Context: an optimization exercise on an open-source flow, tuned for small area and a short achievable clock period. The choices shown serve that exercise and are no tape-out recipe. At most, simulation tests tie the RTL to the original design; equivalence was not proved. Only the layout flow was run in run 1; the RTL was not checked for function there. Power and IR drop assume default switching activity.

==> flow/design.v (outline; a module is shown in full before it is edited, if it fits) <==
// module mag_fa: 10 lines
// module mag_hold: 8 lines
// module fft_mag_sq_frame: 719 lines
module fft_mag_sq_frame
#(
  parameter  int FFT_LEN = 64,
  localparam int IDX_W   = $clog2(FFT_LEN)
) (
  input  logic             aclk,
  input  logic             areset,
  input  logic [31:0]      slave_tdata,
  input  logic             slave_tvalid,
  output logic             slave_tready,
  output logic [31:0]      master_tdata,
  output logic             master_tvalid,
  input  logic             master_tready,
  output logic             master_tlast,
  output logic [IDX_W-1:0] peak_bin,
  output logic [31:0]      peak_mag,
  output logic             peak_valid
);
  // ...
==> flow/flow/run.sh <==
#!/bin/bash
set -euo pipefail
bash standard.sh \
  "BUFFER_PORTS_ARGS=-buffer_cell sky130_fd_sc_hd__buf_1" \
  "CTS_ARGS=-sink_clustering_enable -repair_clock_nets -sink_clustering_size 16 -sink_clustering_max_diameter 50 -buf_list sky130_fd_sc_hd__clkbuf_8 -dont_use_dummy_load" \
  finish > standard.log 2>&1
==> flow/standard.sh <==
#!/bin/bash
# synth_recipe.tcl (not shown) runs the flow's synth.tcl, then flattens the netlist and writes it again
# the make line also repeats each setting of config.mk as NAME=value (left out here)
make -C /OpenROAD-flow-scripts/flow DESIGN_CONFIG=/design/flow/config.mk WORK_HOME=/design/flow/orfs CLKGATE_MAP_FILE= SYNTH_SCRIPT=/design/flow/synth_recipe.tcl "${@:-finish}"
==> flow/config.mk <==
export PLATFORM = sky130hd
export DESIGN_NAME = fft_mag_sq_frame
export DESIGN_NICKNAME = fft_mag_sq_frame
export VERILOG_FILES = /design/flow/design.v
export SDC_FILE = /design/flow/constraint.sdc
export NUM_CORES = 4
export LEC_CHECK = 0
export ABC_CLOCK_PERIOD_IN_PS = 3000
export CAP_MARGIN = 20
export CORE_MARGIN = 2
export CORE_UTILIZATION = 55
export CTS_BUF_LIST = sky130_fd_sc_hd__clkbuf_8
export CTS_CLUSTER_DIAMETER = 50
export CTS_CLUSTER_SIZE = 16
export SETUP_SLACK_MARGIN = 3.75
export SLEW_MARGIN = 20
export SYNTH_HIERARCHICAL = 1
export SYNTH_MINIMUM_KEEP_SIZE = 0
export TNS_END_PERCENT = 5
==> flow/constraint.sdc <==
create_clock -name core_clock -period 7.0 [get_ports {aclk}]
set_input_delay 1.4000 -clock core_clock [delete_from_list [all_inputs] [get_ports {aclk}]]
set_output_delay 1.4000 -clock core_clock [all_outputs]
set_load 0.01 [all_outputs]
==> flow_metrics.tcl, run 1 <==
set metrics [dict create \
    syn_nets 1528 \
    yosysMostFrequentCell "nand2_1" \
    grt_max_degree 136 \
    r2r_setup_slack_ps 3730 \
    synth_common_cells "nand2_1, fa_1, edfxtp_1, inv_1, dfxtp_1" \
    cts_setup_buffers 0 \
    fin_crit_sh 0.4664 \
    fin_crit_ps 3265 \
    setup_violations 0 \
    die_h_um 168.1 \
    clk_pin_slew_ps 80 \
    final_core_util 0.6020 \
    p_comb_frac 0.591 \
    drt_iter0_drc 560 \
    dieArea_um2 28250 \
    status "finished clean" \
    synth_area_per_cell_um2 12.06 \
    crit_chain "nand2_1 > fa_1 > fa_1 > fa_1 > fa_1 > fa_1" \
    grt_pass1_vias 9648 \
    reg2reg_from "s1_im_r[12]$_DFF_P_" \
    final_common_cell "nand2_1" \
    timing.slew.headroom 0.3866 \
    synth_fa_ha_area_frac 0.3184 \
    placementRows 60 \
    postRouteAntennaNets 0 \
    min_to "peak_bin_r[3]$_DFF_P_" \
    grt_pass1_wl_mm 50.07 \
]
==> module fft_mag_sq_frame, before the edit <==
module fft_mag_sq_frame
#(
  parameter  int FFT_LEN = 64,
  localparam int IDX_W   = $clog2(FFT_LEN)
) (
  input  logic             aclk,
  input  logic             areset,
  input  logic [31:0]      slave_tdata,
  input  logic             slave_tvalid,
  output logic             slave_tready,
  output logic [31:0]      master_tdata,
  output logic             master_tvalid,
  input  logic             master_tready,
  output logic             master_tlast,
  output logic [IDX_W-1:0] peak_bin,
  output logic [31:0]      peak_mag,
  output logic             peak_valid
);
  localparam logic [IDX_W-1:0] LAST_IDX = IDX_W'(FFT_LEN - 1);
  logic             en_s, hs_s, first_s, last_s, upd_s;
  logic [15:0]      re_s, im_s, re_abs_s, im_abs_s, re_hold_s, im_hold_s;
  logic [31:0]      sum_s, mag_s;
  logic [15:0]      tree_a_s, tree_b_s;
  logic             s1_valid_r, s2_valid_r, s3_valid_r;
  logic [15:0]      s1_re_r, s1_im_r;
  logic [31:0]      s3_mag_r;
  logic [IDX_W-1:0] bin_cnt_r;
  logic [31:0]      run_max_r, peak_mag_r;
  logic [IDX_W-1:0] run_bin_r, peak_bin_r;
  logic             peak_valid_r;
  assign tree_a_s = s1_re_r;
  assign tree_b_s = s1_im_r;
  logic [69:0] tree_bits_s, s2_bits_r;
  wire ppa_0_1 = ~(tree_a_s[0] & tree_a_s[1]);
  wire ppa_0_2 = ~(tree_a_s[0] & tree_a_s[2]);
  wire ppa_0_3 = ~(tree_a_s[0] & tree_a_s[3]);
  wire ppa_0_4 = ~(tree_a_s[0] & tree_a_s[4]);
  wire ppa_0_5 = ~(tree_a_s[0] & tree_a_s[5]);
  wire ppa_0_6 = ~(tree_a_s[0] & tree_a_s[6]);
  wire ppa_0_7 = ~(tree_a_s[0] & tree_a_s[7]);
  wire ppa_0_8 = ~(tree_a_s[0] & tree_a_s[8]);
  wire ppa_0_9 = ~(tree_a_s[0] & tree_a_s[9]);
  wire ppa_0_10 = ~(tree_a_s[0] & tree_a_s[10]);
  wire ppa_0_11 = ~(tree_a_s[0] & tree_a_s[11]);
  wire ppa_0_12 = ~(tree_a_s[0] & tree_a_s[12]);
  wire ppa_0_13 = ~(tree_a_s[0] & tree_a_s[13]);
  wire ppa_0_14 = ~(tree_a_s[0] & tree_a_s[14]);
  wire ppa_1_2 = ~(tree_a_s[1] & tree_a_s[2]);
  wire ppa_1_3 = ~(tree_a_s[1] & tree_a_s[3]);
  wire ppa_1_4 = ~(tree_a_s[1] & tree_a_s[4]);
  wire ppa_1_5 = ~(tree_a_s[1] & tree_a_s[5]);
  wire ppa_1_6 = ~(tree_a_s[1] & tree_a_s[6]);
  wire ppa_1_7 = ~(tree_a_s[1] & tree_a_s[7]);
  wire ppa_1_8 = ~(tree_a_s[1] & tree_a_s[8]);
  wire ppa_1_9 = ~(tree_a_s[1] & tree_a_s[9]);
  wire ppa_1_10 = ~(tree_a_s[1] & tree_a_s[10]);
  wire ppa_1_11 = ~(tree_a_s[1] & tree_a_s[11]);
  wire ppa_1_12 = ~(tree_a_s[1] & tree_a_s[12]);
  wire ppa_1_13 = ~(tree_a_s[1] & tree_a_s[13]);
  wire ppa_1_14 = ~(tree_a_s[1] & tree_a_s[14]);
  wire ppa_2_3 = ~(tree_a_s[2] & tree_a_s[3]);
  wire ppa_2_4 = ~(tree_a_s[2] & tree_a_s[4]);
  wire ppa_2_5 = ~(tree_a_s[2] & tree_a_s[5]);
  wire ppa_2_6 = ~(tree_a_s[2] & tree_a_s[6]);
  wire ppa_2_7 = ~(tree_a_s[2] & tree_a_s[7]);
  wire ppa_2_8 = ~(tree_a_s[2] & tree_a_s[8]);
  wire ppa_2_9 = ~(tree_a_s[2] & tree_a_s[9]);
  wire ppa_2_10 = ~(tree_a_s[2] & tree_a_s[10]);
  wire ppa_2_11 = ~(tree_a_s[2] & tree_a_s[11]);
  wire ppa_2_12 = ~(tree_a_s[2] & tree_a_s[12]);
  wire ppa_2_13 = ~(tree_a_s[2] & tree_a_s[13]);
  wire ppa_2_14 = ~(tree_a_s[2] & tree_a_s[14]);
  wire ppa_3_4 = ~(tree_a_s[3] & tree_a_s[4]);
  wire ppa_3_5 = ~(tree_a_s[3] & tree_a_s[5]);
  wire ppa_3_6 = ~(tree_a_s[3] & tree_a_s[6]);
  wire ppa_3_7 = ~(tree_a_s[3] & tree_a_s[7]);
  wire ppa_3_8 = ~(tree_a_s[3] & tree_a_s[8]);
  wire ppa_3_9 = ~(tree_a_s[3] & tree_a_s[9]);
  wire ppa_3_10 = ~(tree_a_s[3] & tree_a_s[10]);
  wire ppa_3_11 = ~(tree_a_s[3] & tree_a_s[11]);
  wire ppa_3_12 = ~(tree_a_s[3] & tree_a_s[12]);
  wire ppa_3_13 = ~(tree_a_s[3] & tree_a_s[13]);
  wire ppa_3_14 = ~(tree_a_s[3] & tree_a_s[14]);
  wire ppa_4_5 = ~(tree_a_s[4] & tree_a_s[5]);
  wire ppa_4_6 = ~(tree_a_s[4] & tree_a_s[6]);
  wire ppa_4_7 = ~(tree_a_s[4] & tree_a_s[7]);
  wire ppa_4_8 = ~(tree_a_s[4] & tree_a_s[8]);
  wire ppa_4_9 = ~(tree_a_s[4] & tree_a_s[9]);
  wire ppa_4_10 = ~(tree_a_s[4] & tree_a_s[10]);
  wire ppa_4_11 = ~(tree_a_s[4] & tree_a_s[11]);
  wire ppa_4_12 = ~(tree_a_s[4] & tree_a_s[12]);
  wire ppa_4_13 = ~(tree_a_s[4] & tree_a_s[13]);
  wire ppa_4_14 = ~(tree_a_s[4] & tree_a_s[14]);
  wire ppa_5_6 = ~(tree_a_s[5] & tree_a_s[6]);
  wire ppa_5_7 = ~(tree_a_s[5] & tree_a_s[7]);
  wire ppa_5_8 = ~(tree_a_s[5] & tree_a_s[8]);
  wire ppa_5_9 = ~(tree_a_s[5] & tree_a_s[9]);
  wire ppa_5_10 = ~(tree_a_s[5] & tree_a_s[10]);
  wire ppa_5_11 = ~(tree_a_s[5] & tree_a_s[11]);
  wire ppa_5_12 = ~(tree_a_s[5] & tree_a_s[12]);
  wire ppa_5_13 = ~(tree_a_s[5] & tree_a_s[13]);
  wire ppa_5_14 = ~(tree_a_s[5] & tree_a_s[14]);
  wire ppa_6_7 = ~(tree_a_s[6] & tree_a_s[7]);
  wire ppa_6_8 = ~(tree_a_s[6] & tree_a_s[8]);
  wire ppa_6_9 = ~(tree_a_s[6] & tree_a_s[9]);
  wire ppa_6_10 = ~(tree_a_s[6] & tree_a_s[10]);
  wire ppa_6_11 = ~(tree_a_s[6] & tree_a_s[11]);
  wire ppa_6_12 = ~(tree_a_s[6] & tree_a_s[12]);
  wire ppa_6_13 = ~(tree_a_s[6] & tree_a_s[13]);
  wire ppa_6_14 = ~(tree_a_s[6] & tree_a_s[14]);
  wire ppa_7_8 = ~(tree_a_s[7] & tree_a_s[8]);
  wire ppa_7_9 = ~(tree_a_s[7] & tree_a_s[9]);
  wire ppa_7_10 = ~(tree_a_s[7] & tree_a_s[10]);
  wire ppa_7_11 = ~(tree_a_s[7] & tree_a_s[11]);
  wire ppa_7_12 = ~(tree_a_s[7] & tree_a_s[12]);
  wire ppa_7_13 = ~(tree_a_s[7] & tree_a_s[13]);
  wire ppa_7_14 = ~(tree_a_s[7] & tree_a_s[14]);
  wire ppa_8_9 = ~(tree_a_s[8] & tree_a_s[9]);
  wire ppa_8_10 = ~(tree_a_s[8] & tree_a_s[10]);
  wire ppa_8_11 = ~(tree_a_s[8] & tree_a_s[11]);
  wire ppa_8_12 = ~(tree_a_s[8] & tree_a_s[12]);
  wire ppa_8_13 = ~(tree_a_s[8] & tree_a_s[13]);
  wire ppa_8_14 = ~(tree_a_s[8] & tree_a_s[14]);
  wire ppa_9_10 = ~(tree_a_s[9] & tree_a_s[10]);
  wire ppa_9_11 = ~(tree_a_s[9] & tree_a_s[11]);
  wire ppa_9_12 = ~(tree_a_s[9] & tree_a_s[12]);
  wire ppa_9_13 = ~(tree_a_s[9] & tree_a_s[13]);
  wire ppa_9_14 = ~(tree_a_s[9] & tree_a_s[14]);
  wire ppa_10_11 = ~(tree_a_s[10] & tree_a_s[11]);
  wire ppa_10_12 = ~(tree_a_s[10] & tree_a_s[12]);
  wire ppa_10_13 = ~(tree_a_s[10] & tree_a_s[13]);
  wire ppa_10_14 = ~(tree_a_s[10] & tree_a_s[14]);
  wire ppa_11_12 = ~(tree_a_s[11] & tree_a_s[12]);
  wire ppa_11_13 = ~(tree_a_s[11] & tree_a_s[13]);
  wire ppa_11_14 = ~(tree_a_s[11] & tree_a_s[14]);
  wire ppa_12_13 = ~(tree_a_s[12] & tree_a_s[13]);
  wire ppa_12_14 = ~(tree_a_s[12] & tree_a_s[14]);
  wire ppa_13_14 = ~(tree_a_s[13] & tree_a_s[14]);
  wire ppb_0_1 = ~(tree_b_s[0] & tree_b_s[1]);
  wire ppb_0_2 = ~(tree_b_s[0] & tree_b_s[2]);
  wire ppb_0_3 = ~(tree_b_s[0] & tree_b_s[3]);
  wire ppb_0_4 = ~(tree_b_s[0] & tree_b_s[4]);
  wire ppb_0_5 = ~(tree_b_s[0] & tree_b_s[5]);
  wire ppb_0_6 = ~(tree_b_s[0] & tree_b_s[6]);
  wire ppb_0_7 = ~(tree_b_s[0] & tree_b_s[7]);
  wire ppb_0_8 = ~(tree_b_s[0] & tree_b_s[8]);
  wire ppb_0_9 = ~(tree_b_s[0] & tree_b_s[9]);
  wire ppb_0_10 = ~(tree_b_s[0] & tree_b_s[10]);
  wire ppb_0_11 = ~(tree_b_s[0] & tree_b_s[11]);
  wire ppb_0_12 = ~(tree_b_s[0] & tree_b_s[12]);
  wire ppb_0_13 = ~(tree_b_s[0] & tree_b_s[13]);
  wire ppb_0_14 = ~(tree_b_s[0] & tree_b_s[14]);
  wire ppb_1_2 = ~(tree_b_s[1] & tree_b_s[2]);
  wire ppb_1_3 = ~(tree_b_s[1] & tree_b_s[3]);
  wire ppb_1_4 = ~(tree_b_s[1] & tree_b_s[4]);
  wire ppb_1_5 = ~(tree_b_s[1] & tree_b_s[5]);
  wire ppb_1_6 = ~(tree_b_s[1] & tree_b_s[6]);
  wire ppb_1_7 = ~(tree_b_s[1] & tree_b_s[7]);
  wire ppb_1_8 = ~(tree_b_s[1] & tree_b_s[8]);
  wire ppb_1_9 = ~(tree_b_s[1] & tree_b_s[9]);
  wire ppb_1_10 = ~(tree_b_s[1] & tree_b_s[10]);
  wire ppb_1_11 = ~(tree_b_s[1] & tree_b_s[11]);
  wire ppb_1_12 = ~(tree_b_s[1] & tree_b_s[12]);
  wire ppb_1_13 = ~(tree_b_s[1] & tree_b_s[13]);
  wire ppb_1_14 = ~(tree_b_s[1] & tree_b_s[14]);
  wire ppb_2_3 = ~(tree_b_s[2] & tree_b_s[3]);
  wire ppb_2_4 = ~(tree_b_s[2] & tree_b_s[4]);
  wire ppb_2_5 = ~(tree_b_s[2] & tree_b_s[5]);
  wire ppb_2_6 = ~(tree_b_s[2] & tree_b_s[6]);
  wire ppb_2_7 = ~(tree_b_s[2] & tree_b_s[7]);
  wire ppb_2_8 = ~(tree_b_s[2] & tree_b_s[8]);
  wire ppb_2_9 = ~(tree_b_s[2] & tree_b_s[9]);
  wire ppb_2_10 = ~(tree_b_s[2] & tree_b_s[10]);
  wire ppb_2_11 = ~(tree_b_s[2] & tree_b_s[11]);
  wire ppb_2_12 = ~(tree_b_s[2] & tree_b_s[12]);
  wire ppb_2_13 = ~(tree_b_s[2] & tree_b_s[13]);
  wire ppb_2_14 = ~(tree_b_s[2] & tree_b_s[14]);
  wire ppb_3_4 = ~(tree_b_s[3] & tree_b_s[4]);
  wire ppb_3_5 = ~(tree_b_s[3] & tree_b_s[5]);
  wire ppb_3_6 = ~(tree_b_s[3] & tree_b_s[6]);
  wire ppb_3_7 = ~(tree_b_s[3] & tree_b_s[7]);
  wire ppb_3_8 = ~(tree_b_s[3] & tree_b_s[8]);
  wire ppb_3_9 = ~(tree_b_s[3] & tree_b_s[9]);
  wire ppb_3_10 = ~(tree_b_s[3] & tree_b_s[10]);
  wire ppb_3_11 = ~(tree_b_s[3] & tree_b_s[11]);
  wire ppb_3_12 = ~(tree_b_s[3] & tree_b_s[12]);
  wire ppb_3_13 = ~(tree_b_s[3] & tree_b_s[13]);
  wire ppb_3_14 = ~(tree_b_s[3] & tree_b_s[14]);
  wire ppb_4_5 = ~(tree_b_s[4] & tree_b_s[5]);
  wire ppb_4_6 = ~(tree_b_s[4] & tree_b_s[6]);
  wire ppb_4_7 = ~(tree_b_s[4] & tree_b_s[7]);
  wire ppb_4_8 = ~(tree_b_s[4] & tree_b_s[8]);
  wire ppb_4_9 = ~(tree_b_s[4] & tree_b_s[9]);
  wire ppb_4_10 = ~(tree_b_s[4] & tree_b_s[10]);
  wire ppb_4_11 = ~(tree_b_s[4] & tree_b_s[11]);
  wire ppb_4_12 = ~(tree_b_s[4] & tree_b_s[12]);
  wire ppb_4_13 = ~(tree_b_s[4] & tree_b_s[13]);
  wire ppb_4_14 = ~(tree_b_s[4] & tree_b_s[14]);
  wire ppb_5_6 = ~(tree_b_s[5] & tree_b_s[6]);
  wire ppb_5_7 = ~(tree_b_s[5] & tree_b_s[7]);
  wire ppb_5_8 = ~(tree_b_s[5] & tree_b_s[8]);
  wire ppb_5_9 = ~(tree_b_s[5] & tree_b_s[9]);
  wire ppb_5_10 = ~(tree_b_s[5] & tree_b_s[10]);
  wire ppb_5_11 = ~(tree_b_s[5] & tree_b_s[11]);
  wire ppb_5_12 = ~(tree_b_s[5] & tree_b_s[12]);
  wire ppb_5_13 = ~(tree_b_s[5] & tree_b_s[13]);
  wire ppb_5_14 = ~(tree_b_s[5] & tree_b_s[14]);
  wire ppb_6_7 = ~(tree_b_s[6] & tree_b_s[7]);
  wire ppb_6_8 = ~(tree_b_s[6] & tree_b_s[8]);
  wire ppb_6_9 = ~(tree_b_s[6] & tree_b_s[9]);
  wire ppb_6_10 = ~(tree_b_s[6] & tree_b_s[10]);
  wire ppb_6_11 = ~(tree_b_s[6] & tree_b_s[11]);
  wire ppb_6_12 = ~(tree_b_s[6] & tree_b_s[12]);
  wire ppb_6_13 = ~(tree_b_s[6] & tree_b_s[13]);
  wire ppb_6_14 = ~(tree_b_s[6] & tree_b_s[14]);
  wire ppb_7_8 = ~(tree_b_s[7] & tree_b_s[8]);
  wire ppb_7_9 = ~(tree_b_s[7] & tree_b_s[9]);
  wire ppb_7_10 = ~(tree_b_s[7] & tree_b_s[10]);
  wire ppb_7_11 = ~(tree_b_s[7] & tree_b_s[11]);
  wire ppb_7_12 = ~(tree_b_s[7] & tree_b_s[12]);
  wire ppb_7_13 = ~(tree_b_s[7] & tree_b_s[13]);
  wire ppb_7_14 = ~(tree_b_s[7] & tree_b_s[14]);
  wire ppb_8_9 = ~(tree_b_s[8] & tree_b_s[9]);
  wire ppb_8_10 = ~(tree_b_s[8] & tree_b_s[10]);
  wire ppb_8_11 = ~(tree_b_s[8] & tree_b_s[11]);
  wire ppb_8_12 = ~(tree_b_s[8] & tree_b_s[12]);
  wire ppb_8_13 = ~(tree_b_s[8] & tree_b_s[13]);
  wire ppb_8_14 = ~(tree_b_s[8] & tree_b_s[14]);
  wire ppb_9_10 = ~(tree_b_s[9] & tree_b_s[10]);
  wire ppb_9_11 = ~(tree_b_s[9] & tree_b_s[11]);
  wire ppb_9_12 = ~(tree_b_s[9] & tree_b_s[12]);
  wire ppb_9_13 = ~(tree_b_s[9] & tree_b_s[13]);
  wire ppb_9_14 = ~(tree_b_s[9] & tree_b_s[14]);
  wire ppb_10_11 = ~(tree_b_s[10] & tree_b_s[11]);
  wire ppb_10_12 = ~(tree_b_s[10] & tree_b_s[12]);
  wire ppb_10_13 = ~(tree_b_s[10] & tree_b_s[13]);
  wire ppb_10_14 = ~(tree_b_s[10] & tree_b_s[14]);
  wire ppb_11_12 = ~(tree_b_s[11] & tree_b_s[12]);
  wire ppb_11_13 = ~(tree_b_s[11] & tree_b_s[13]);
  wire ppb_11_14 = ~(tree_b_s[11] & tree_b_s[14]);
  wire ppb_12_13 = ~(tree_b_s[12] & tree_b_s[13]);
  wire ppb_12_14 = ~(tree_b_s[12] & tree_b_s[14]);
  wire ppb_13_14 = ~(tree_b_s[13] & tree_b_s[14]);
  wire ha0_s = ~(~tree_a_s[6] ^ ~tree_b_s[6]);
  wire ha0_c = ~tree_a_s[6] | ~tree_b_s[6];
  wire fa1_s, fa1_c;
  mag_fa u_fa1 (.a(~tree_a_s[7]), .b(~tree_b_s[7]), .c(ppa_0_13), .s(fa1_s), .co(fa1_c));
  wire ha2_s = ~(ppa_1_12 ^ ppa_2_11);
  wire ha2_c = ppa_1_12 | ppa_2_11;
  wire fa3_s, fa3_c;
  mag_fa u_fa3 (.a(ppa_0_14), .b(ppa_1_13), .c(ppa_2_12), .s(fa3_s), .co(fa3_c));
  wire ha4_s = ~(ppa_3_11 ^ ppa_4_10);
  wire ha4_c = ppa_3_11 | ppa_4_10;
  wire fa5_s, fa5_c;
  mag_fa u_fa5 (.a(~tree_a_s[8]), .b(~tree_b_s[8]), .c(ppa_1_14), .s(fa5_s), .co(fa5_c));
  wire fa6_s, fa6_c;
  mag_fa u_fa6 (.a(ppa_2_13), .b(ppa_3_12), .c(ppa_4_11), .s(fa6_s), .co(fa6_c));
  wire ha7_s = ~(ppa_5_10 ^ ppa_6_9);
  wire ha7_c = ppa_5_10 | ppa_6_9;
  wire fa8_s, fa8_c;
  mag_fa u_fa8 (.a(ppa_2_14), .b(ppa_3_13), .c(ppa_4_12), .s(fa8_s), .co(fa8_c));
  wire fa9_s, fa9_c;
  mag_fa u_fa9 (.a(~tree_a_s[9]), .b(~tree_b_s[9]), .c(ppa_3_14), .s(fa9_s), .co(fa9_c));
  wire ha10_s = ~(~tree_a_s[4] ^ ~tree_b_s[4]);
  wire ha10_c = ~tree_a_s[4] | ~tree_b_s[4];
  wire fa11_s, fa11_c;
  mag_fa u_fa11 (.a(~tree_a_s[5]), .b(~tree_b_s[5]), .c(ppa_0_9), .s(fa11_s), .co(fa11_c));
  wire ha12_s = ~(ppa_1_8 ^ ppa_2_7);
  wire ha12_c = ppa_1_8 | ppa_2_7;
  wire fa13_s, fa13_c;
  mag_fa u_fa13 (.a(ppa_0_10), .b(ppa_1_9), .c(ppa_2_8), .s(fa13_s), .co(fa13_c));
  wire ha14_s = ~(ppa_3_7 ^ ppa_4_6);
  wire ha14_c = ppa_3_7 | ppa_4_6;
  wire fa15_s, fa15_c;
  mag_fa u_fa15 (.a(ppa_0_11), .b(ppa_1_10), .c(ppa_2_9), .s(fa15_s), .co(fa15_c));
  wire fa16_s, fa16_c;
  mag_fa u_fa16 (.a(ppa_3_8), .b(ppa_4_7), .c(ppa_5_6), .s(fa16_s), .co(fa16_c));
  wire fa17_s, fa17_c;
  mag_fa u_fa17 (.a(ppb_0_11), .b(ppb_1_10), .c(ppb_2_9), .s(fa17_s), .co(fa17_c));
  wire fa18_s, fa18_c;
  mag_fa u_fa18 (.a(ppa_0_12), .b(ppa_1_11), .c(ppa_2_10), .s(fa18_s), .co(fa18_c));
  wire fa19_s, fa19_c;
  mag_fa u_fa19 (.a(ppa_3_9), .b(ppa_4_8), .c(ppa_5_7), .s(fa19_s), .co(fa19_c));
  wire fa20_s, fa20_c;
  mag_fa u_fa20 (.a(ppb_0_12), .b(ppb_1_11), .c(ppb_2_10), .s(fa20_s), .co(fa20_c));
  wire ha21_s = ~(ppb_3_9 ^ ppb_4_8);
  wire ha21_c = ppb_3_9 | ppb_4_8;
  wire fa22_s, fa22_c;
  mag_fa u_fa22 (.a(ppa_3_10), .b(ppa_4_9), .c(ppa_5_8), .s(fa22_s), .co(fa22_c));
  wire fa23_s, fa23_c;
  mag_fa u_fa23 (.a(ppa_6_7), .b(ppb_0_13), .c(ppb_1_12), .s(fa23_s), .co(fa23_c));
  wire fa24_s, fa24_c;
  mag_fa u_fa24 (.a(ppb_2_11), .b(ppb_3_10), .c(ppb_4_9), .s(fa24_s), .co(fa24_c));
  wire fa25_s, fa25_c;
  mag_fa u_fa25 (.a(ppb_5_8), .b(ppb_6_7), .c(ha2_s), .s(fa25_s), .co(fa25_c));
  wire fa26_s, fa26_c;
  mag_fa u_fa26 (.a(ppa_5_9), .b(ppa_6_8), .c(ppb_0_14), .s(fa26_s), .co(fa26_c));
  wire fa27_s, fa27_c;
  mag_fa u_fa27 (.a(ppb_1_13), .b(ppb_2_12), .c(ppb_3_11), .s(fa27_s), .co(fa27_c));
  wire fa28_s, fa28_c;
  mag_fa u_fa28 (.a(ppb_4_10), .b(ppb_5_9), .c(ppb_6_8), .s(fa28_s), .co(fa28_c));
  wire fa29_s, fa29_c;
  mag_fa u_fa29 (.a(ha2_c), .b(ha4_s), .c(fa1_c), .s(fa29_s), .co(fa29_c));
  wire fa30_s, fa30_c;
  mag_fa u_fa30 (.a(ppa_7_8), .b(ppb_1_14), .c(ppb_2_13), .s(fa30_s), .co(fa30_c));
  wire fa31_s, fa31_c;
  mag_fa u_fa31 (.a(ppb_3_12), .b(ppb_4_11), .c(ppb_5_10), .s(fa31_s), .co(fa31_c));
  wire fa32_s, fa32_c;
  mag_fa u_fa32 (.a(ppb_6_9), .b(ppb_7_8), .c(ha4_c), .s(fa32_s), .co(fa32_c));
  wire fa33_s, fa33_c;
  mag_fa u_fa33 (.a(ha7_s), .b(fa3_c), .c(fa5_s), .s(fa33_s), .co(fa33_c));
  wire fa34_s, fa34_c;
  mag_fa u_fa34 (.a(ppa_5_11), .b(ppa_6_10), .c(ppa_7_9), .s(fa34_s), .co(fa34_c));
  wire fa35_s, fa35_c;
  mag_fa u_fa35 (.a(ppb_2_14), .b(ppb_3_13), .c(ppb_4_12), .s(fa35_s), .co(fa35_c));
  wire fa36_s, fa36_c;
  mag_fa u_fa36 (.a(ppb_5_11), .b(ppb_6_10), .c(ppb_7_9), .s(fa36_s), .co(fa36_c));
  wire fa37_s, fa37_c;
  mag_fa u_fa37 (.a(ha7_c), .b(fa5_c), .c(fa6_c), .s(fa37_s), .co(fa37_c));
  wire fa38_s, fa38_c;
  mag_fa u_fa38 (.a(ppa_4_13), .b(ppa_5_12), .c(ppa_6_11), .s(fa38_s), .co(fa38_c));
  wire fa39_s, fa39_c;
  mag_fa u_fa39 (.a(ppa_7_10), .b(ppa_8_9), .c(ppb_3_14), .s(fa39_s), .co(fa39_c));
  wire fa40_s, fa40_c;
  mag_fa u_fa40 (.a(ppb_4_13), .b(ppb_5_12), .c(ppb_6_11), .s(fa40_s), .co(fa40_c));
  wire fa41_s, fa41_c;
  mag_fa u_fa41 (.a(ppb_7_10), .b(ppb_8_9), .c(fa8_c), .s(fa41_s), .co(fa41_c));
  wire fa42_s, fa42_c;
  mag_fa u_fa42 (.a(ppa_4_14), .b(ppa_5_13), .c(ppa_6_12), .s(fa42_s), .co(fa42_c));
  wire fa43_s, fa43_c;
  mag_fa u_fa43 (.a(ppa_7_11), .b(ppa_8_10), .c(ppb_4_14), .s(fa43_s), .co(fa43_c));
  wire fa44_s, fa44_c;
  mag_fa u_fa44 (.a(ppb_5_13), .b(ppb_6_12), .c(ppb_7_11), .s(fa44_s), .co(fa44_c));
  wire fa45_s, fa45_c;
  mag_fa u_fa45 (.a(~tree_a_s[10]), .b(~tree_b_s[10]), .c(ppa_5_14), .s(fa45_s), .co(fa45_c));
  wire fa46_s, fa46_c;
  mag_fa u_fa46 (.a(ppa_6_13), .b(ppa_7_12), .c(ppa_8_11), .s(fa46_s), .co(fa46_c));
  wire fa47_s, fa47_c;
  mag_fa u_fa47 (.a(ppa_9_10), .b(ppb_5_14), .c(ppb_6_13), .s(fa47_s), .co(fa47_c));
  wire fa48_s, fa48_c;
  mag_fa u_fa48 (.a(ppa_6_14), .b(ppa_7_13), .c(ppa_8_12), .s(fa48_s), .co(fa48_c));
  wire fa49_s, fa49_c;
  mag_fa u_fa49 (.a(~tree_a_s[11]), .b(~tree_b_s[11]), .c(ppa_7_14), .s(fa49_s), .co(fa49_c));
  wire fa50_s, fa50_c;
  mag_fa u_fa50 (.a(~tree_a_s[3]), .b(~tree_b_s[3]), .c(ppa_0_5), .s(fa50_s), .co(fa50_c));
  wire ha51_s = ~(ppa_0_6 ^ ppa_1_5);
  wire ha51_c = ppa_0_6 | ppa_1_5;
  wire fa52_s, fa52_c;
  mag_fa u_fa52 (.a(ppa_0_7), .b(ppa_1_6), .c(ppa_2_5), .s(fa52_s), .co(fa52_c));
  wire fa53_s, fa53_c;
  mag_fa u_fa53 (.a(ppa_3_4), .b(ppb_0_7), .c(ppb_1_6), .s(fa53_s), .co(fa53_c));
  wire fa54_s, fa54_c;
  mag_fa u_fa54 (.a(ppa_0_8), .b(ppa_1_7), .c(ppa_2_6), .s(fa54_s), .co(fa54_c));
  wire fa55_s, fa55_c;
  mag_fa u_fa55 (.a(ppa_3_5), .b(ppb_0_8), .c(ppb_1_7), .s(fa55_s), .co(fa55_c));
  wire ha56_s = ~(ppb_2_6 ^ ppb_3_5);
  wire ha56_c = ppb_2_6 | ppb_3_5;
  wire fa57_s, fa57_c;
  mag_fa u_fa57 (.a(ppa_3_6), .b(ppa_4_5), .c(ppb_0_9), .s(fa57_s), .co(fa57_c));
  wire fa58_s, fa58_c;
  mag_fa u_fa58 (.a(ppb_1_8), .b(ppb_2_7), .c(ppb_3_6), .s(fa58_s), .co(fa58_c));
  wire fa59_s, fa59_c;
  mag_fa u_fa59 (.a(ppb_4_5), .b(ha12_s), .c(fa11_s), .s(fa59_s), .co(fa59_c));
  wire fa60_s, fa60_c;
  mag_fa u_fa60 (.a(ppb_0_10), .b(ppb_1_9), .c(ppb_2_8), .s(fa60_s), .co(fa60_c));
  wire fa61_s, fa61_c;
  mag_fa u_fa61 (.a(ppb_3_7), .b(ppb_4_6), .c(ha12_c), .s(fa61_s), .co(fa61_c));
  wire fa62_s, fa62_c;
  mag_fa u_fa62 (.a(ha14_s), .b(fa11_c), .c(fa13_s), .s(fa62_s), .co(fa62_c));
  wire fa63_s, fa63_c;
  mag_fa u_fa63 (.a(ppb_3_8), .b(ppb_4_7), .c(ppb_5_6), .s(fa63_s), .co(fa63_c));
  wire fa64_s, fa64_c;
  mag_fa u_fa64 (.a(ha0_s), .b(ha14_c), .c(fa13_c), .s(fa64_s), .co(fa64_c));
  wire fa65_s, fa65_c;
  mag_fa u_fa65 (.a(fa15_s), .b(fa16_s), .c(fa17_s), .s(fa65_s), .co(fa65_c));
  wire fa66_s, fa66_c;
  mag_fa u_fa66 (.a(ppb_5_7), .b(ha0_c), .c(ha21_s), .s(fa66_s), .co(fa66_c));
  wire fa67_s, fa67_c;
  mag_fa u_fa67 (.a(fa15_c), .b(fa16_c), .c(fa17_c), .s(fa67_s), .co(fa67_c));
  wire fa68_s, fa68_c;
  mag_fa u_fa68 (.a(fa18_s), .b(fa19_s), .c(fa20_s), .s(fa68_s), .co(fa68_c));
  wire fa69_s, fa69_c;
  mag_fa u_fa69 (.a(ha21_c), .b(fa18_c), .c(fa19_c), .s(fa69_s), .co(fa69_c));
  wire fa70_s, fa70_c;
  mag_fa u_fa70 (.a(fa20_c), .b(fa22_s), .c(fa23_s), .s(fa70_s), .co(fa70_c));
  wire fa71_s, fa71_c;
  mag_fa u_fa71 (.a(fa24_s), .b(fa1_s), .c(fa25_s), .s(fa71_s), .co(fa71_c));
  wire fa72_s, fa72_c;
  mag_fa u_fa72 (.a(fa22_c), .b(fa23_c), .c(fa24_c), .s(fa72_s), .co(fa72_c));
  wire fa73_s, fa73_c;
  mag_fa u_fa73 (.a(fa26_s), .b(fa27_s), .c(fa28_s), .s(fa73_s), .co(fa73_c));
  wire fa74_s, fa74_c;
  mag_fa u_fa74 (.a(fa3_s), .b(fa25_c), .c(fa29_s), .s(fa74_s), .co(fa74_c));
  wire fa75_s, fa75_c;
  mag_fa u_fa75 (.a(fa26_c), .b(fa27_c), .c(fa28_c), .s(fa75_s), .co(fa75_c));
  wire fa76_s, fa76_c;
  mag_fa u_fa76 (.a(fa30_s), .b(fa31_s), .c(fa6_s), .s(fa76_s), .co(fa76_c));
  wire fa77_s, fa77_c;
  mag_fa u_fa77 (.a(fa32_s), .b(fa29_c), .c(fa33_s), .s(fa77_s), .co(fa77_c));
  wire fa78_s, fa78_c;
  mag_fa u_fa78 (.a(fa30_c), .b(fa31_c), .c(fa34_s), .s(fa78_s), .co(fa78_c));
  wire fa79_s, fa79_c;
  mag_fa u_fa79 (.a(fa35_s), .b(fa36_s), .c(fa8_s), .s(fa79_s), .co(fa79_c));
  wire fa80_s, fa80_c;
  mag_fa u_fa80 (.a(fa32_c), .b(fa37_s), .c(fa33_c), .s(fa80_s), .co(fa80_c));
  wire fa81_s, fa81_c;
  mag_fa u_fa81 (.a(fa34_c), .b(fa35_c), .c(fa36_c), .s(fa81_s), .co(fa81_c));
  wire fa82_s, fa82_c;
  mag_fa u_fa82 (.a(fa38_s), .b(fa39_s), .c(fa40_s), .s(fa82_s), .co(fa82_c));
  wire fa83_s, fa83_c;
  mag_fa u_fa83 (.a(fa9_s), .b(fa37_c), .c(fa41_s), .s(fa83_s), .co(fa83_c));
  wire fa84_s, fa84_c;
  mag_fa u_fa84 (.a(ppb_8_10), .b(fa9_c), .c(fa38_c), .s(fa84_s), .co(fa84_c));
  wire fa85_s, fa85_c;
  mag_fa u_fa85 (.a(fa39_c), .b(fa40_c), .c(fa42_s), .s(fa85_s), .co(fa85_c));
  wire fa86_s, fa86_c;
  mag_fa u_fa86 (.a(fa43_s), .b(fa44_s), .c(fa41_c), .s(fa86_s), .co(fa86_c));
  wire fa87_s, fa87_c;
  mag_fa u_fa87 (.a(ppb_7_12), .b(ppb_8_11), .c(ppb_9_10), .s(fa87_s), .co(fa87_c));
  wire fa88_s, fa88_c;
  mag_fa u_fa88 (.a(fa42_c), .b(fa43_c), .c(fa44_c), .s(fa88_s), .co(fa88_c));
  wire fa89_s, fa89_c;
  mag_fa u_fa89 (.a(fa45_s), .b(fa46_s), .c(fa47_s), .s(fa89_s), .co(fa89_c));
  wire fa90_s, fa90_c;
  mag_fa u_fa90 (.a(ppa_9_11), .b(ppb_6_14), .c(ppb_7_13), .s(fa90_s), .co(fa90_c));
  wire fa91_s, fa91_c;
  mag_fa u_fa91 (.a(ppb_8_12), .b(ppb_9_11), .c(fa45_c), .s(fa91_s), .co(fa91_c));
  wire fa92_s, fa92_c;
  mag_fa u_fa92 (.a(fa46_c), .b(fa47_c), .c(fa48_s), .s(fa92_s), .co(fa92_c));
  wire fa93_s, fa93_c;
  mag_fa u_fa93 (.a(ppa_8_13), .b(ppa_9_12), .c(ppa_10_11), .s(fa93_s), .co(fa93_c));
  wire fa94_s, fa94_c;
  mag_fa u_fa94 (.a(ppb_7_14), .b(ppb_8_13), .c(ppb_9_12), .s(fa94_s), .co(fa94_c));
  wire fa95_s, fa95_c;
  mag_fa u_fa95 (.a(ppb_10_11), .b(fa48_c), .c(fa49_s), .s(fa95_s), .co(fa95_c));
  wire fa96_s, fa96_c;
  mag_fa u_fa96 (.a(ppa_8_14), .b(ppa_9_13), .c(ppa_10_12), .s(fa96_s), .co(fa96_c));
  wire fa97_s, fa97_c;
  mag_fa u_fa97 (.a(ppb_8_14), .b(ppb_9_13), .c(ppb_10_12), .s(fa97_s), .co(fa97_c));
  wire fa98_s, fa98_c;
  mag_fa u_fa98 (.a(~tree_a_s[12]), .b(~tree_b_s[12]), .c(ppa_9_14), .s(fa98_s), .co(fa98_c));
  wire fa99_s, fa99_c;
  mag_fa u_fa99 (.a(ppa_10_13), .b(ppa_11_12), .c(ppb_9_14), .s(fa99_s), .co(fa99_c));
  wire fa100_s, fa100_c;
  mag_fa u_fa100 (.a(~tree_a_s[2]), .b(~tree_b_s[2]), .c(ppa_0_3), .s(fa100_s), .co(fa100_c));
  wire ha101_s = ~(ppa_0_4 ^ ppa_1_3);
  wire ha101_c = ppa_0_4 | ppa_1_3;
  wire fa102_s, fa102_c;
  mag_fa u_fa102 (.a(ppa_1_4), .b(ppa_2_3), .c(ppb_0_5), .s(fa102_s), .co(fa102_c));
  wire ha103_s = ~(ppb_1_4 ^ ppb_2_3);
  wire ha103_c = ppb_1_4 | ppb_2_3;
  wire fa104_s, fa104_c;
  mag_fa u_fa104 (.a(ppa_2_4), .b(ppb_0_6), .c(ppb_1_5), .s(fa104_s), .co(fa104_c));
  wire fa105_s, fa105_c;
  mag_fa u_fa105 (.a(ppb_2_4), .b(ha51_s), .c(fa50_c), .s(fa105_s), .co(fa105_c));
  wire fa106_s, fa106_c;
  mag_fa u_fa106 (.a(ppb_2_5), .b(ppb_3_4), .c(ha10_s), .s(fa106_s), .co(fa106_c));
  wire fa107_s, fa107_c;
  mag_fa u_fa107 (.a(ha51_c), .b(fa52_s), .c(fa53_s), .s(fa107_s), .co(fa107_c));
  wire fa108_s, fa108_c;
  mag_fa u_fa108 (.a(ha10_c), .b(ha56_s), .c(fa52_c), .s(fa108_s), .co(fa108_c));
  wire fa109_s, fa109_c;
  mag_fa u_fa109 (.a(fa53_c), .b(fa54_s), .c(fa55_s), .s(fa109_s), .co(fa109_c));
  wire fa110_s, fa110_c;
  mag_fa u_fa110 (.a(ha56_c), .b(fa54_c), .c(fa55_c), .s(fa110_s), .co(fa110_c));
  wire fa111_s, fa111_c;
  mag_fa u_fa111 (.a(fa57_s), .b(fa58_s), .c(fa59_s), .s(fa111_s), .co(fa111_c));
  wire fa112_s, fa112_c;
  mag_fa u_fa112 (.a(fa57_c), .b(fa58_c), .c(fa60_s), .s(fa112_s), .co(fa112_c));
  wire fa113_s, fa113_c;
  mag_fa u_fa113 (.a(fa61_s), .b(fa59_c), .c(fa62_s), .s(fa113_s), .co(fa113_c));
  wire fa114_s, fa114_c;
  mag_fa u_fa114 (.a(fa60_c), .b(fa63_s), .c(fa61_c), .s(fa114_s), .co(fa114_c));
  wire fa115_s, fa115_c;
  mag_fa u_fa115 (.a(fa64_s), .b(fa62_c), .c(fa65_s), .s(fa115_s), .co(fa115_c));
  wire fa116_s, fa116_c;
  mag_fa u_fa116 (.a(fa63_c), .b(fa66_s), .c(fa64_c), .s(fa116_s), .co(fa116_c));
  wire fa117_s, fa117_c;
  mag_fa u_fa117 (.a(fa67_s), .b(fa65_c), .c(fa68_s), .s(fa117_s), .co(fa117_c));
  wire fa118_s, fa118_c;
  mag_fa u_fa118 (.a(fa66_c), .b(fa67_c), .c(fa69_s), .s(fa118_s), .co(fa118_c));
  wire fa119_s, fa119_c;
  mag_fa u_fa119 (.a(fa68_c), .b(fa70_s), .c(fa71_s), .s(fa119_s), .co(fa119_c));
  wire fa120_s, fa120_c;
  mag_fa u_fa120 (.a(fa69_c), .b(fa72_s), .c(fa70_c), .s(fa120_s), .co(fa120_c));
  wire fa121_s, fa121_c;
  mag_fa u_fa121 (.a(fa73_s), .b(fa71_c), .c(fa74_s), .s(fa121_s), .co(fa121_c));
  wire fa122_s, fa122_c;
  mag_fa u_fa122 (.a(fa72_c), .b(fa75_s), .c(fa73_c), .s(fa122_s), .co(fa122_c));
  wire fa123_s, fa123_c;
  mag_fa u_fa123 (.a(fa76_s), .b(fa74_c), .c(fa77_s), .s(fa123_s), .co(fa123_c));
  wire fa124_s, fa124_c;
  mag_fa u_fa124 (.a(fa75_c), .b(fa76_c), .c(fa78_s), .s(fa124_s), .co(fa124_c));
  wire fa125_s, fa125_c;
  mag_fa u_fa125 (.a(fa79_s), .b(fa77_c), .c(fa80_s), .s(fa125_s), .co(fa125_c));
  wire fa126_s, fa126_c;
  mag_fa u_fa126 (.a(fa81_s), .b(fa78_c), .c(fa79_c), .s(fa126_s), .co(fa126_c));
  wire fa127_s, fa127_c;
  mag_fa u_fa127 (.a(fa82_s), .b(fa80_c), .c(fa83_s), .s(fa127_s), .co(fa127_c));
  wire fa128_s, fa128_c;
  mag_fa u_fa128 (.a(fa81_c), .b(fa84_s), .c(fa82_c), .s(fa128_s), .co(fa128_c));
  wire fa129_s, fa129_c;
  mag_fa u_fa129 (.a(fa85_s), .b(fa86_s), .c(fa83_c), .s(fa129_s), .co(fa129_c));
  wire fa130_s, fa130_c;
  mag_fa u_fa130 (.a(fa87_s), .b(fa84_c), .c(fa88_s), .s(fa130_s), .co(fa130_c));
  wire fa131_s, fa131_c;
  mag_fa u_fa131 (.a(fa85_c), .b(fa89_s), .c(fa86_c), .s(fa131_s), .co(fa131_c));
  wire fa132_s, fa132_c;
  mag_fa u_fa132 (.a(fa87_c), .b(fa90_s), .c(fa88_c), .s(fa132_s), .co(fa132_c));
  wire fa133_s, fa133_c;
  mag_fa u_fa133 (.a(fa91_s), .b(fa89_c), .c(fa92_s), .s(fa133_s), .co(fa133_c));
  wire fa134_s, fa134_c;
  mag_fa u_fa134 (.a(fa90_c), .b(fa93_s), .c(fa94_s), .s(fa134_s), .co(fa134_c));
  wire fa135_s, fa135_c;
  mag_fa u_fa135 (.a(fa91_c), .b(fa92_c), .c(fa95_s), .s(fa135_s), .co(fa135_c));
  wire fa136_s, fa136_c;
  mag_fa u_fa136 (.a(fa49_c), .b(fa93_c), .c(fa94_c), .s(fa136_s), .co(fa136_c));
  wire fa137_s, fa137_c;
  mag_fa u_fa137 (.a(fa96_s), .b(fa97_s), .c(fa95_c), .s(fa137_s), .co(fa137_c));
  wire fa138_s, fa138_c;
  mag_fa u_fa138 (.a(ppb_10_13), .b(ppb_11_12), .c(fa96_c), .s(fa138_s), .co(fa138_c));
  wire fa139_s, fa139_c;
  mag_fa u_fa139 (.a(fa97_c), .b(fa98_s), .c(fa99_s), .s(fa139_s), .co(fa139_c));
  wire fa140_s, fa140_c;
  mag_fa u_fa140 (.a(ppa_10_14), .b(ppa_11_13), .c(ppb_10_14), .s(fa140_s), .co(fa140_c));
  wire fa141_s, fa141_c;
  mag_fa u_fa141 (.a(ppb_11_13), .b(fa98_c), .c(fa99_c), .s(fa141_s), .co(fa141_c));
  wire fa142_s, fa142_c;
  mag_fa u_fa142 (.a(~tree_a_s[13]), .b(~tree_b_s[13]), .c(ppa_11_14), .s(fa142_s), .co(fa142_c));
  wire fa143_s, fa143_c;
  mag_fa u_fa143 (.a(ppa_12_13), .b(ppb_11_14), .c(ppb_12_13), .s(fa143_s), .co(fa143_c));
  wire ha144_s = ~(~tree_a_s[1] ^ ~tree_b_s[1]);
  wire ha144_c = ~tree_a_s[1] | ~tree_b_s[1];
  wire ha145_s = ~(ppa_1_2 ^ ppb_0_3);
  wire ha145_c = ppa_1_2 | ppb_0_3;
  wire fa146_s, fa146_c;
  mag_fa u_fa146 (.a(ppb_0_4), .b(ppb_1_3), .c(ha101_s), .s(fa146_s), .co(fa146_c));
  wire fa147_s, fa147_c;
  mag_fa u_fa147 (.a(ha101_c), .b(ha103_s), .c(fa102_s), .s(fa147_s), .co(fa147_c));
  wire fa148_s, fa148_c;
  mag_fa u_fa148 (.a(ha103_c), .b(fa102_c), .c(fa104_s), .s(fa148_s), .co(fa148_c));
  wire fa149_s, fa149_c;
  mag_fa u_fa149 (.a(fa104_c), .b(fa106_s), .c(fa105_c), .s(fa149_s), .co(fa149_c));
  wire fa150_s, fa150_c;
  mag_fa u_fa150 (.a(fa106_c), .b(fa108_s), .c(fa107_c), .s(fa150_s), .co(fa150_c));
  wire fa151_s, fa151_c;
  mag_fa u_fa151 (.a(fa108_c), .b(fa110_s), .c(fa109_c), .s(fa151_s), .co(fa151_c));
  wire fa152_s, fa152_c;
  mag_fa u_fa152 (.a(fa110_c), .b(fa112_s), .c(fa111_c), .s(fa152_s), .co(fa152_c));
  wire fa153_s, fa153_c;
  mag_fa u_fa153 (.a(fa112_c), .b(fa114_s), .c(fa113_c), .s(fa153_s), .co(fa153_c));
  wire fa154_s, fa154_c;
  mag_fa u_fa154 (.a(fa114_c), .b(fa116_s), .c(fa115_c), .s(fa154_s), .co(fa154_c));
  wire fa155_s, fa155_c;
  mag_fa u_fa155 (.a(fa116_c), .b(fa117_c), .c(fa118_s), .s(fa155_s), .co(fa155_c));
  wire fa156_s, fa156_c;
  mag_fa u_fa156 (.a(fa118_c), .b(fa120_s), .c(fa119_c), .s(fa156_s), .co(fa156_c));
  wire fa157_s, fa157_c;
  mag_fa u_fa157 (.a(fa120_c), .b(fa122_s), .c(fa121_c), .s(fa157_s), .co(fa157_c));
  wire fa158_s, fa158_c;
  mag_fa u_fa158 (.a(fa122_c), .b(fa124_s), .c(fa125_s), .s(fa158_s), .co(fa158_c));
  wire fa159_s, fa159_c;
  mag_fa u_fa159 (.a(fa124_c), .b(fa126_s), .c(fa125_c), .s(fa159_s), .co(fa159_c));
  wire fa160_s, fa160_c;
  mag_fa u_fa160 (.a(fa126_c), .b(fa128_s), .c(fa129_s), .s(fa160_s), .co(fa160_c));
  wire fa161_s, fa161_c;
  mag_fa u_fa161 (.a(fa128_c), .b(fa130_s), .c(fa131_s), .s(fa161_s), .co(fa161_c));
  wire fa162_s, fa162_c;
  mag_fa u_fa162 (.a(fa132_s), .b(fa130_c), .c(fa133_s), .s(fa162_s), .co(fa162_c));
  wire fa163_s, fa163_c;
  mag_fa u_fa163 (.a(fa134_s), .b(fa132_c), .c(fa133_c), .s(fa163_s), .co(fa163_c));
  wire fa164_s, fa164_c;
  mag_fa u_fa164 (.a(fa136_s), .b(fa134_c), .c(fa135_c), .s(fa164_s), .co(fa164_c));
  wire fa165_s, fa165_c;
  mag_fa u_fa165 (.a(fa136_c), .b(fa138_s), .c(fa139_s), .s(fa165_s), .co(fa165_c));
  wire fa166_s, fa166_c;
  mag_fa u_fa166 (.a(fa140_s), .b(fa138_c), .c(fa141_s), .s(fa166_s), .co(fa166_c));
  wire fa167_s, fa167_c;
  mag_fa u_fa167 (.a(fa140_c), .b(fa142_s), .c(fa143_s), .s(fa167_s), .co(fa167_c));
  wire fa168_s, fa168_c;
  mag_fa u_fa168 (.a(ppa_12_14), .b(ppb_12_14), .c(fa142_c), .s(fa168_s), .co(fa168_c));
  wire fa169_s, fa169_c;
  mag_fa u_fa169 (.a(~tree_a_s[14]), .b(~tree_b_s[14]), .c(ppa_13_14), .s(fa169_s), .co(fa169_c));
  wire ha170_s = ~(ppa_0_1 ^ ppb_0_1);
  wire ha170_c = ppa_0_1 | ppb_0_1;
  wire fa171_s, fa171_c;
  mag_fa u_fa171 (.a(ppa_0_2), .b(ppb_0_2), .c(ha144_c), .s(fa171_s), .co(fa171_c));
  wire fa172_s, fa172_c;
  mag_fa u_fa172 (.a(ppb_1_2), .b(ha145_s), .c(fa100_s), .s(fa172_s), .co(fa172_c));
  wire fa173_s, fa173_c;
  mag_fa u_fa173 (.a(ha145_c), .b(fa100_c), .c(fa146_s), .s(fa173_s), .co(fa173_c));
  wire fa174_s, fa174_c;
  mag_fa u_fa174 (.a(fa50_s), .b(fa146_c), .c(fa147_s), .s(fa174_s), .co(fa174_c));
  wire fa175_s, fa175_c;
  mag_fa u_fa175 (.a(fa105_s), .b(fa147_c), .c(fa148_s), .s(fa175_s), .co(fa175_c));
  wire fa176_s, fa176_c;
  mag_fa u_fa176 (.a(fa148_c), .b(fa107_s), .c(fa149_s), .s(fa176_s), .co(fa176_c));
  wire fa177_s, fa177_c;
  mag_fa u_fa177 (.a(fa109_s), .b(fa149_c), .c(fa150_s), .s(fa177_s), .co(fa177_c));
  wire fa178_s, fa178_c;
  mag_fa u_fa178 (.a(fa150_c), .b(fa151_s), .c(fa111_s), .s(fa178_s), .co(fa178_c));
  wire fa179_s, fa179_c;
  mag_fa u_fa179 (.a(fa151_c), .b(fa113_s), .c(fa152_s), .s(fa179_s), .co(fa179_c));
  wire fa180_s, fa180_c;
  mag_fa u_fa180 (.a(fa115_s), .b(fa152_c), .c(fa153_s), .s(fa180_s), .co(fa180_c));
  wire fa181_s, fa181_c;
  mag_fa u_fa181 (.a(fa117_s), .b(fa153_c), .c(fa154_s), .s(fa181_s), .co(fa181_c));
  wire fa182_s, fa182_c;
  mag_fa u_fa182 (.a(fa119_s), .b(fa154_c), .c(fa155_s), .s(fa182_s), .co(fa182_c));
  wire lo183_s = ~(~tree_a_s[0] ^ ~tree_b_s[0]);
  wire lo183_c = ~tree_a_s[0] | ~tree_b_s[0];
  wire lo184_s = ~(ha170_s ^ ha144_s);
  wire lo184_c = ha170_s | ha144_s;
  wire lo185_s, lo185_c;
  mag_fa u_lo185 (.a(fa171_s), .b(ha170_c), .c(lo184_c), .s(lo185_s), .co(lo185_c));
  wire lo186_s, lo186_c;
  mag_fa u_lo186 (.a(fa172_s), .b(fa171_c), .c(lo185_c), .s(lo186_s), .co(lo186_c));
  wire lo187_s, lo187_c;
  mag_fa u_lo187 (.a(fa173_s), .b(fa172_c), .c(lo186_c), .s(lo187_s), .co(lo187_c));
  wire lo188_s, lo188_c;
  mag_fa u_lo188 (.a(fa174_s), .b(fa173_c), .c(lo187_c), .s(lo188_s), .co(lo188_c));
  assign tree_bits_s = {lo188_c, ~tree_b_s[15], ~tree_a_s[15], fa169_c, fa168_c, fa169_s, ppb_13_14, fa167_c, fa168_s, fa143_c, fa166_c, fa167_s, fa141_c, fa166_s, fa165_c, fa139_c, fa164_c, fa165_s, fa137_c, fa164_s, fa163_c, fa137_s, fa162_c, fa163_s, fa135_s, fa161_c, fa162_s, fa131_c, fa160_c, fa161_s, fa129_c, fa160_s, fa159_c, fa127_c, fa159_s, fa158_c, fa127_s, fa158_s, fa157_c, fa123_c, fa157_s, fa156_c, fa123_s, fa182_c, fa156_s, fa121_s, fa155_c, fa181_c, fa182_s, fa180_c, fa181_s, fa179_c, fa180_s, fa178_c, fa179_s, fa177_c, fa178_s, fa176_c, fa177_s, fa175_c, fa176_s, fa174_c, fa175_s, lo188_s, lo187_s, lo186_s, lo185_s, lo184_s, lo183_c, lo183_s};
  assign en_s         = master_tready && !areset;
  assign slave_tready = master_tready;
  assign re_s     = slave_tdata[15:0];
  assign im_s     = slave_tdata[31:16];
  assign re_abs_s = re_s[15] ? (~re_s + 16'd1) : re_s;
  assign im_abs_s = im_s[15] ? (~im_s + 16'd1) : im_s;
  always_ff @(posedge aclk) begin
    if (areset) begin
      s1_valid_r <= 1'b0;
      s2_valid_r <= 1'b0;
      s3_valid_r <= 1'b0;
    end else if (en_s) begin
      s1_valid_r <= slave_tvalid;
      s2_valid_r <= s1_valid_r;
      s3_valid_r <= s2_valid_r;
    end
  end
  mag_hold u_re_hold (.en(en_s), .d(re_abs_s), .q(s1_re_r), .y(re_hold_s));
  mag_hold u_im_hold (.en(en_s), .d(im_abs_s), .q(s1_im_r), .y(im_hold_s));
  always_ff @(posedge aclk) begin
    s1_re_r <= re_hold_s;
    s1_im_r <= im_hold_s;
  end
  always_ff @(posedge aclk) begin
    if (en_s) begin
      s2_bits_r <= tree_bits_s;
      s3_mag_r  <= sum_s;
    end
  end
  wire pf189_s, pf189_c;
  mag_fa u_pf189 (.a(s2_bits_r[23]), .b(s2_bits_r[24]), .c(s2_bits_r[25]), .s(pf189_s), .co(pf189_c));
  wire pf190_s, pf190_c;
  mag_fa u_pf190 (.a(s2_bits_r[27]), .b(s2_bits_r[28]), .c(s2_bits_r[29]), .s(pf190_s), .co(pf190_c));
  wire pf191_s, pf191_c;
  mag_fa u_pf191 (.a(s2_bits_r[30]), .b(s2_bits_r[31]), .c(s2_bits_r[32]), .s(pf191_s), .co(pf191_c));
  wire pf192_s, pf192_c;
  mag_fa u_pf192 (.a(s2_bits_r[33]), .b(s2_bits_r[34]), .c(s2_bits_r[35]), .s(pf192_s), .co(pf192_c));
  wire pf193_s, pf193_c;
  mag_fa u_pf193 (.a(s2_bits_r[36]), .b(s2_bits_r[37]), .c(s2_bits_r[38]), .s(pf193_s), .co(pf193_c));
  wire pf194_s, pf194_c;
  mag_fa u_pf194 (.a(s2_bits_r[39]), .b(s2_bits_r[40]), .c(s2_bits_r[41]), .s(pf194_s), .co(pf194_c));
  wire pf195_s, pf195_c;
  mag_fa u_pf195 (.a(s2_bits_r[42]), .b(s2_bits_r[43]), .c(s2_bits_r[44]), .s(pf195_s), .co(pf195_c));
  wire pf196_s, pf196_c;
  mag_fa u_pf196 (.a(s2_bits_r[45]), .b(s2_bits_r[46]), .c(s2_bits_r[47]), .s(pf196_s), .co(pf196_c));
  wire pf197_s, pf197_c;
  mag_fa u_pf197 (.a(s2_bits_r[48]), .b(s2_bits_r[49]), .c(s2_bits_r[50]), .s(pf197_s), .co(pf197_c));
  wire pf198_s, pf198_c;
  mag_fa u_pf198 (.a(s2_bits_r[51]), .b(s2_bits_r[52]), .c(s2_bits_r[53]), .s(pf198_s), .co(pf198_c));
  wire pf199_s, pf199_c;
  mag_fa u_pf199 (.a(s2_bits_r[54]), .b(s2_bits_r[55]), .c(s2_bits_r[56]), .s(pf199_s), .co(pf199_c));
  wire pf200_s, pf200_c;
  mag_fa u_pf200 (.a(s2_bits_r[57]), .b(s2_bits_r[58]), .c(s2_bits_r[59]), .s(pf200_s), .co(pf200_c));
  wire pf201_s, pf201_c;
  mag_fa u_pf201 (.a(s2_bits_r[60]), .b(s2_bits_r[61]), .c(s2_bits_r[62]), .s(pf201_s), .co(pf201_c));
  wire pf202_s, pf202_c;
  mag_fa u_pf202 (.a(s2_bits_r[63]), .b(s2_bits_r[64]), .c(s2_bits_r[65]), .s(pf202_s), .co(pf202_c));
  assign sum_s[6:0] = ~{s2_bits_r[6], s2_bits_r[5], s2_bits_r[4], s2_bits_r[3], s2_bits_r[2], s2_bits_r[1], s2_bits_r[0]};
  assign sum_s[31:7] = ~({1'b1, s2_bits_r[67], s2_bits_r[66], pf202_s, pf201_s, pf200_s, pf199_s, pf198_s, pf197_s, pf196_s, pf195_s, pf194_s, pf193_s, pf192_s, pf191_s, pf190_s, pf189_s, s2_bits_r[21], s2_bits_r[19], s2_bits_r[17], s2_bits_r[15], s2_bits_r[13], s2_bits_r[11], s2_bits_r[9], s2_bits_r[7]} + {1'b1, s2_bits_r[68], pf202_c, pf201_c, pf200_c, pf199_c, pf198_c, pf197_c, pf196_c, pf195_c, pf194_c, pf193_c, pf192_c, pf191_c, pf190_c, pf189_c, s2_bits_r[26], s2_bits_r[22], s2_bits_r[20], s2_bits_r[18], s2_bits_r[16], s2_bits_r[14], s2_bits_r[12], s2_bits_r[10], s2_bits_r[8]} + 25'(s2_bits_r[69]));
  assign mag_s = s3_mag_r;
  assign hs_s    = s3_valid_r && master_tready;
  assign first_s = (bin_cnt_r == {IDX_W{1'b0}});
  assign last_s  = (bin_cnt_r == LAST_IDX);
  always_ff @(posedge aclk) begin
    if (areset) begin
      bin_cnt_r <= {IDX_W{1'b0}};
    end else if (hs_s) begin
      bin_cnt_r <= bin_cnt_r + IDX_W'(1);
    end
  end
  assign upd_s = first_s || (mag_s > run_max_r);
  always_ff @(posedge aclk) begin
    if (hs_s && upd_s) begin
      run_max_r <= mag_s;
      run_bin_r <= bin_cnt_r;
    end
  end
  always_ff @(posedge aclk) begin
    if (peak_valid_r) begin
      peak_mag_r <= run_max_r;
      peak_bin_r <= run_bin_r;
    end
  end
  always_ff @(posedge aclk) begin
    if (areset) begin
      peak_valid_r <= 1'b0;
    end else begin
      peak_valid_r <= hs_s && last_s;
    end
  end
  assign master_tvalid = s3_valid_r;
  assign master_tdata  = mag_s;
  assign master_tlast  = last_s;
  assign peak_bin      = peak_valid_r ? run_bin_r : peak_bin_r;
  assign peak_mag      = peak_valid_r ? run_max_r : peak_mag_r;
  assign peak_valid    = peak_valid_r;
endmodule
==> inputs of run 2 (changes only) <==
--- a/flow/design.v
+++ b/flow/design.v
@@ -642,5 +642,5 @@
   mag_fa u_lo188 (.a(fa174_s), .b(fa173_c), .c(lo187_c), .s(lo188_s), .co(lo188_c));
   assign tree_bits_s = {lo188_c, ~tree_b_s[15], ~tree_a_s[15], fa169_c, fa168_c, fa169_s, ppb_13_14, fa167_c, fa168_s, fa143_c, fa166_c, fa167_s, fa141_c, fa166_s, fa165_c, fa139_c, fa164_c, fa165_s, fa137_c, fa164_s, fa163_c, fa137_s, fa162_c, fa163_s, fa135_s, fa161_c, fa162_s, fa131_c, fa160_c, fa161_s, fa129_c, fa160_s, fa159_c, fa127_c, fa159_s, fa158_c, fa127_s, fa158_s, fa157_c, fa123_c, fa157_s, fa156_c, fa123_s, fa182_c, fa156_s, fa121_s, fa155_c, fa181_c, fa182_s, fa180_c, fa181_s, fa179_c, fa180_s, fa178_c, fa179_s, fa177_c, fa178_s, fa176_c, fa177_s, fa175_c, fa176_s, fa174_c, fa175_s, lo188_s, lo187_s, lo186_s, lo185_s, lo184_s, lo183_c, lo183_s};
-  assign en_s         = master_tready && !areset;
+  assign en_s         = master_tready;
   assign slave_tready = master_tready;
   assign re_s     = slave_tdata[15:0];
==> flow_metrics.tcl, run 2 <==
set metrics [dict create \
    status "finished clean" \
    clock-sinks 220 \
    crit_chain "clkbuf_4 > buf_1" \
    finalWeightedCongestion 0.8531 \
    synth_area_per_cell_um2 11.99 \
    fillers 2222 \
    syn_area_um2 14850 \
    synthToLayoutAreaGrowth_pct 8.383 \
    clock_latency_ps 610 \
    hold_buffers 0 \
    synthFlopType "edfxtp_1" \
    final_common_cell "nand2_1" \
    synth_edf_count 140 \
    top_register "s2_bits_r" \
    layout.nets 1646 \
    postRouteAntennaNets 0 \
    max_cap_violations 0 \
    hold_path.class "reg -> reg" \
    crit_path_max_incr_delay_ps 290 \
    timing.slew.headroom 0.5826 \
    synth-seq-cells 220 \
    rsz0062_at_grt "true" \
    grt_pass1_wl_mm 50.10 \
    final_cell_mix "nand2_1, fa_1, edfxtp_1, inv_1, buf_1" \
    drt_iter0_drc 640 \
    syn_nets 1539 \
    cts_root_buf "clkbuf_8" \
    skew_ps 72.25 \
    required_ps 5600 \
    fmax_ghz 0.3054 \
    drt-vias-per-instance 5.434 \
    die_h_um 168.3 \
    first_pass_iters 5 \
    seq_area_um2 5899 \
    dpl-instance-area_um2 15490 \
    synth_common_cells "nand2_1, fa_1, edfxtp_1, inv_1, dfxtp_1" \
    synth_top_area_cell "edfxtp_1" \
    core_area_um2 26730 \
    leakage_nw 6.128 \
    hold_viol_final 0 \
    async_flop_share 0 \
    arrival_ps 1870 \
    yosysMostFrequentCell "nand2_1" \
    placementRows 60 \
    critPathCaptureType "primary output" \
    drv_slew 0 \
    cp_num_buf_inv 2 \
    dieArea_um2 28330 \
    power_density_nw_per_um2 462.1 \
    initial_utilization 0.5557 \
    antenna_found_initial 0 \
    cts_tree "yes" \
    antenna_cells 0 \
    clk_pin_slew_ps 90 \
    htree_levels 1 \
    fin_crit_ps 3275 \
    crit_family "buffers and inverters" \
    slowest_stage "clkbuf_4" \
    drc 0 \
    setup_tns_ps 0 \
    ir_worst_vdd_uv 194.8 \
    synth_top_area_share 0.2831 \
    multi_input_area_um2 8386 \
    syn_inst 1239 \
    cts_buffers 29 \
    fin_crit_sh 0.4678 \
    cts_buffer_depth 3 \
    via_count 9156 \
    final_cells 1685 \
    die_x_um 168.3 \
    dp.cells 1646 \
    largest_reg_flops 70 \
    grt-ovfl-total 0 \
    design_area_um2 16100 \
    avgRoutedWirePerCell_um 18.28 \
    setup_violations 0 \
    yosysWarnings 7 \
    path_max_fanout 19 \
    ioPinCount 110 \
    track_usage 0.2250 \
    worst_pin_slew_ps 626.0 \
    ys_types 56 \
    ys_top_cells_by_area "edfxtp_1, fa_1, dfxtp_1" \
    ys_seq_area_frac 0.3909 \
    routed_wirelength_mm 30.81 \
    grt_pass1_vias 9703 \
    dpl.hpwl_mm 23.05 \
    grt_max_degree 87 \
    cp-start-kind "primary input" \
    drive_gt1_frac 0.1228 \
    port_buffers 109 \
    crit_type "in -> out" \
]
run 2: cell types whose count changed in the layout (fill, tap and decap cells not counted), sizes merged, moves of 4 or more:
cell,before,now
buf,130,124
nand2,222,227
xnor2,39,35
o21ai,26,30
run 2: modules after synthesis (local to each module, per instance):
module,flops+latches,area [µm²]
fft_mag_sq_frame,220,10630
mag_fa,0,20.02
mag_hold,0,249.0
run 2: layout make-up:
type | instances | share of cell area
clock buffer | 29 | 0.02480
timing repair buffer | 125 | 0.03537
multi-input combinational | 859 | 0.5209
tap | 341 | 0.02651
inverter | 111 | 0.02588
sequential | 220 | 0.3665
run 2: worst paths after layout:
| kind | startpoint | end | slack, ps | cells past startpoint |
|---|---|---|---|---|
| worst max-delay path | master_tready | slave_tready | 3730 | 2 |
| worst min-delay path | s3_mag_r[16]$_DFFE_PP_ | run_max_r[16]$_DFFE_PP_ | 460 | 0 |
| worst max register to register | s1_im_r[5]$_DFF_P_ | s2_bits_r[15]$_DFFE_PP_ | 3730 | 7 |
| worst min register to register | s3_mag_r[16]$_DFFE_PP_ | run_max_r[16]$_DFFE_PP_ | 460 | 0 |
run 2: report_power, final:
group	leakage, nW	switching (mW)	internal, mW
logic	3.95	2.39	1.87
clock network	0.209	0.427	0.363
registers	1.97	0.292	2.10
total	6.13	3.11	4.33
run 2: logic make-up after synthesis:
group	share of synthesized area
flops	0.3909
buf+inv	0.04524
mux	0.06083
compound gates	0.05055
simple gates	0.1056
fa+ha+maj	0.3174
xor+xnor	0.02949
run 2: routing by layer:
metal,up-vias,routed length [µm],track usage
met2,272,14110,0.3646
met4,0,1059,0.07496
met5,-,0,0
li1,4310,-,-
met1,4511,13890,0.3116
met3,63,1746,0.03832
run 2: per-stage QoR:
stage	setup WS [ps]	utilization	power (mW)	hold WS (ps)
global placement	3450	0.5797	6.565	457.3
global route	3635	0.6023	8.204	488.0
floorplan	3678	-	5.514	425.1
finish	3725	0.6023	7.439	457.3
detailed placement	3368	0.5797	6.680	459.9
CTS	3693	0.5975	7.497	470.1
run 2: repair_timing:
action	in CTS	in global routing
endpoints found under the setup margin	61	84
buffers inserted	0	9
gates resized for setup	43	9
pin swaps	0	1

==> separate check: timing with driven ports <==
In the flow no input, the clock included, has a driving cell. The finished layouts below were timed again as built, in two steps.
Step 1 assumes that a clkbuf_16 drives the clock port and a buf_2 every other input.
Step 2 moves the port delays by t, midway between the first and last clock arrival at a register: inputs arrive t later, outputs are due t later. That takes back most of the time a late clock gives input paths.
Slacks: ideal / step 1 / step 2; pairs: ideal / step 1.
run	t (ns)	setup WS [ns]	hold WS [ns]	worst register clock-pin slew, ns	cell pins on the clock port's net
run 1	0.594	3.735 / 3.729 / 3.729	0.458 / 0.458 / 0.458	0.09 / 0.09	1
run 2	0.613	3.725 / 3.700 / 3.592	0.457 / 0.457 / 0.457	0.09 / 0.09	1
After both steps setup and hold are still met in every run listed. The setup slack of run 2, which loses most, moves by -0.025 ns with the drivers and by -0.133 ns with both steps.
